Background: an optimization exercise with open tools, aiming at small area, a short achievable clock period and few clock cycles per item. Do not read the settings as production practice.
Function was checked by simulation only, so behaviour that the tests miss may differ from the original.
No activity file was given, so power comes from the tool's default toggle rates.

==> module sha256_block_compress, before the edit <==
module sha256_block_compress (
  input  logic        clk,
  input  logic        rst,
  input  logic        start,
  output logic        busy,
  input  logic [36:0] item,
  output logic [35:0] result,
  output logic        result_strobe
);
  logic        cq_v, cq_ld, cq_go, cq_mw;
  logic [7:0]  cq_lsel;    
  logic [15:0] cq_msel;    
  logic [36:0] cq;
  logic [3:0]  idx;
  logic [31:0] data;
  assign idx  = cq[35:32];
  assign data = cq[31:0];
  logic [7:0][31:0]  hash;
  logic [7:0][31:0]  v, v_rnd;
  logic [15:0][31:0] msg, win;
  logic [31:0]       hkw, k_t;    
  logic              act, com, fin, ob, ooo;
  logic [3:0]        nexp;
  logic [5:0]        kcnt;        
  logic [2:0]        oidx;
  function automatic logic [31:0] rotr(input logic [31:0] x, input int n);
    rotr = (x >> n) | (x << (32 - n));
  endfunction
  logic accept, go, do_load, do_msg, run, inord;
  assign run     = act && com;
  assign accept  = cq_v && !busy;
  assign go      = accept && cq_go;
  assign do_load = accept && cq_ld;
  assign do_msg  = accept && cq_mw;
  assign inord   = !ooo && (idx == nexp);
  logic [3:0]  ridx;       
  logic [31:0] w_msg, w_sched, w_next;
  assign w_msg   = msg[ridx];
  assign w_sched = (rotr(win[1], 17) ^ rotr(win[1], 19) ^ (win[1] >> 10))
                 + win[6]
                 + (rotr(win[14], 7) ^ rotr(win[14], 18) ^ (win[14] >> 3))
                 + win[15];
  assign w_next  = (kcnt < 6'd15) ? w_msg : w_sched;
  logic [31:0] hkw_run, hkw_start;
  assign hkw_run   = v[6] + k_t + win[0];
  assign hkw_start = hash[7] + shabc_pkg::round_k(6'd0) + msg[0];
  logic spec_ok, cont, begin_now;
  assign spec_ok   = !do_load && !(do_msg && !inord) && !ooo
                   && (kcnt < 6'd14) && ({2'b00, ridx} < {2'b00, nexp});
  assign cont      = com ? (kcnt != 6'd0) : spec_ok;
  assign begin_now = go || com
                   || (!fin && !do_load && !(do_msg && !inord) && !ooo && (nexp >= 4'd2));
  shabc_round u_round (
    .v_in  (v),
    .hkw   (hkw),
    .rnd_en(act),
    .a_alt (hash[0]),
    .e_alt (hash[4]),
    .v_out (v_rnd)
  );
  logic        cq_v_d, cq_ld_d, cq_go_d, cq_mw_d, act_d, com_d, fin_d, ob_d, busy_d;
  logic [36:0] cq_d;
  logic [7:0]  cq_lsel_d;
  logic [15:0] cq_msel_d;
  logic [5:0]  kcnt_d;
  logic [2:0]  oidx_d;
  logic [3:0]  i_d;
  always_comb begin
    if (start && !busy) begin
      cq_d      = item;
      cq_ld_d   = !item[36] && !item[35];
      cq_go_d   = item[36] && (item[35:32] == 4'd15);
      cq_mw_d   = item[36];
      cq_lsel_d = (!item[36] && !item[35]) ? 8'(1) << item[34:32] : 8'd0;
      cq_msel_d = item[36] ? 16'(1) << item[35:32] : 16'd0;
    end else begin
      cq_d      = cq;
      cq_ld_d   = cq_ld;
      cq_go_d   = cq_go;
      cq_mw_d   = cq_mw;
      cq_lsel_d = cq_lsel;
      cq_msel_d = cq_msel;
    end
    cq_v_d = (start && !busy) || (cq_v && busy);
    i_d    = cq_d[35:32];
    fin_d  = run && (kcnt == 6'd0);
    com_d  = go || (com && !fin_d);
    act_d  = act ? cont : begin_now;
    kcnt_d = act ? (cont ? kcnt + 6'd1 : 6'd0) : (begin_now ? 6'd1 : 6'd0);
    ob_d   = fin || (ob && (oidx != 3'd7));
    oidx_d = fin ? 3'd0 : oidx + 3'd1;
    busy_d = cq_v_d && (
        (cq_ld_d && (com_d || fin_d || (ob_d && (i_d[2:0] > oidx_d))))
     || (cq_go_d && (com_d || fin_d))
     || (cq_mw_d && go && (i_d > 4'd1))
     || (cq_mw_d && com && !act && (i_d > 4'd2))
     || (cq_mw_d && run && (kcnt != 6'd0) && (kcnt < 6'd14)
         && ({2'b00, i_d} > kcnt + 6'd2)));
  end
  always_ff @(posedge clk) begin
    cq    <= cq_d;
    cq_ld <= cq_ld_d;
    cq_go <= cq_go_d;
    cq_mw <= cq_mw_d;
    cq_lsel <= cq_lsel_d;
    cq_msel <= cq_msel_d;
    ridx  <= 4'(kcnt_d + 6'd1);
    kcnt  <= kcnt_d;
    oidx  <= oidx_d;
    if (rst) begin
      cq_v  <= 1'b0;
      busy  <= 1'b0;
      act   <= 1'b0;
      com   <= 1'b0;
      fin   <= 1'b0;
      ob    <= 1'b0;
      nexp  <= '0;
      ooo   <= 1'b0;
    end else begin
      cq_v  <= cq_v_d;
      busy  <= busy_d;
      act   <= act_d;
      com   <= com_d;
      fin   <= fin_d;
      ob    <= ob_d;
      if (go) begin
        nexp <= '0;
        ooo  <= 1'b0;
      end else if (do_msg) begin
        if (inord) nexp <= nexp + 4'd1;
        else       ooo  <= 1'b1;
      end
    end
  end
  logic hadd;
  assign hadd = fin || (run && (kcnt >= 6'd62 || kcnt == 6'd0));
  always_ff @(posedge clk) begin
    if (rst) begin
      hash <= '0;
    end else if (hadd) begin
      hash[3:1] <= hash[2:0];
      hash[0]   <= hash[3] + v[0];
      hash[7:5] <= hash[6:4];
      hash[4]   <= hash[7] + v[4];
    end else begin
      for (int i = 0; i < 8; i++)
        if (accept && cq_lsel[i]) hash[i] <= data;
    end
  end
  always_ff @(posedge clk) begin
    for (int j = 0; j < 16; j++)
      if (accept && cq_msel[j]) msg[j] <= data;
  end
  always_ff @(posedge clk) begin
    for (int i = 0; i < 8; i++)
      v[i] <= (act || i == 0 || i == 4) ? v_rnd[i] : hash[i];
    hkw       <= act ? hkw_run : hkw_start;
    k_t       <= act ? shabc_pkg::round_k(kcnt + 6'd1) : shabc_pkg::round_k(6'd1);
    win[15:2] <= win[14:1];
    win[1]    <= act ? win[0] : msg[0];
    win[0]    <= act ? w_next : msg[1];
  end
  always_ff @(posedge clk) begin
    if (rst) result_strobe <= 1'b0;
    else     result_strobe <= ob;
    result <= {hash[oidx], oidx, (oidx == 3'd7)};
  end
endmodule
clock: 9.0 ns
lec_check: 0
cap_margin: 20
core_margin: 2
core_utilization: 55
cts_cluster_diameter: 80
cts_cluster_size: 24
setup_slack_margin: 4.6
slew_margin: 20
run.sh (not shown) runs the stock make flow with config.mk's settings and CLKGATE_MAP_FILE= SYNTH_SCRIPT=/design/flow/synth_recipe.tcl, a recipe that flattens the netlist after the stock synthesis.
The first run produced a clean layout.
Testbench counts at the start, summed over its fixed seeds: cycles 22,110, blocks 320.
==> next run, changes <==
--- a/flow/design.v
+++ b/flow/design.v
@@ -196,15 +196,17 @@
   assign w_msg   = msg[ridx];
   assign w_sched = (rotr(win[1], 17) ^ rotr(win[1], 19) ^ (win[1] >> 10))
                  + win[6]
                  + (rotr(win[14], 7) ^ rotr(win[14], 18) ^ (win[14] >> 3))
                  + win[15];
   assign w_next  = (kcnt < 6'd15) ? w_msg : w_sched;
-  logic [31:0] hkw_run, hkw_start;
-  assign hkw_run   = v[6] + k_t + win[0];
-  assign hkw_start = hash[7] + shabc_pkg::round_k(6'd0) + msg[0];
+  logic [31:0] hkw_next, hkw_h, hkw_k, hkw_w;
+  assign hkw_h    = act ? v[6]   : hash[7];
+  assign hkw_k    = act ? k_t    : shabc_pkg::round_k(6'd0);
+  assign hkw_w    = act ? win[0] : msg[0];
+  assign hkw_next = hkw_h + hkw_k + hkw_w;
   logic spec_ok, cont, begin_now;
   assign spec_ok   = !do_load && !(do_msg && !inord) && !ooo
                    && (kcnt < 6'd14) && ({2'b00, ridx} < {2'b00, nexp});
   assign cont      = com ? (kcnt != 6'd0) : spec_ok;
   assign begin_now = go || com
                    || (!fin && !do_load && !(do_msg && !inord) && !ooo && (nexp >= 4'd2));
@@ -309,17 +311,17 @@
     for (int j = 0; j < 16; j++)
       if (accept && cq_msel[j]) msg[j] <= data;
   end
   always_ff @(posedge clk) begin
     for (int i = 0; i < 8; i++)
       v[i] <= (act || i == 0 || i == 4) ? v_rnd[i] : hash[i];
-    hkw       <= act ? hkw_run : hkw_start;
+    hkw       <= hkw_next;
     k_t       <= act ? shabc_pkg::round_k(kcnt + 6'd1) : shabc_pkg::round_k(6'd1);
     win[15:2] <= win[14:1];
     win[1]    <= act ? win[0] : msg[0];
-    win[0]    <= act ? w_next : msg[1];
+    win[0]    <= w_next;    
   end
   always_ff @(posedge clk) begin
     if (rst) result_strobe <= 1'b0;
     else     result_strobe <= ob;
     result <= {hash[oidx], oidx, (oidx == 3'd7)};
   end
The new run finished with timing, DRC and antenna clean.
First-iteration DRC count is lower by 6.6%.
Routed wire length drops by 5.6%.
Setup slack loses 0.14 ns.
Critical path depth falls by 5.
Clock-buffer cell count fell by 1.
Sequential share of layout area increases by 1.2 points.
Area after synthesis is lower by 3.0%.
Core utilization went up by 0.37 points.
Global-route usage drops by 0.97 points.
Cell area came out lower by 2.3%.
Combinational power hardly moves.
Clock skew goes down by 0.017 ns.
Total power shrinks by 0.65%.
Sequential cell count is unchanged.
Testbench counts after the change, summed over its fixed seeds: cycles 22,110, blocks 320.

## re-timing with driven ports
The results above use ideal ports. As a check the final layouts listed here were re-extracted and re-timed, cells and wires unchanged. Step 1, drivers: a clkbuf_16 drives clk and a buf_2 each remaining input, both assumed. Step 2 adds t to the input delays and takes it off the output delays; t is the mean of the earliest and latest rising clock arrival at the registers after step 1. Input paths then give back, and output paths get back, about the clock's delay inside the block. a / b / c = ideal / step 1 / step 2; a / b = the first two.
run	t (ns)	setup slack, ns	worst setup path at the end	slew at the worst register clock pin (ns)	worst data-port slew with drivers (ns)
the first run	0.838	4.429 / 4.429 / 4.429	register to register	0.10 / 0.10	0.04
the second run	0.828	4.285 / 4.285 / 4.285	register to register	0.10 / 0.10	0.07
After both steps every run listed still meets setup and hold.
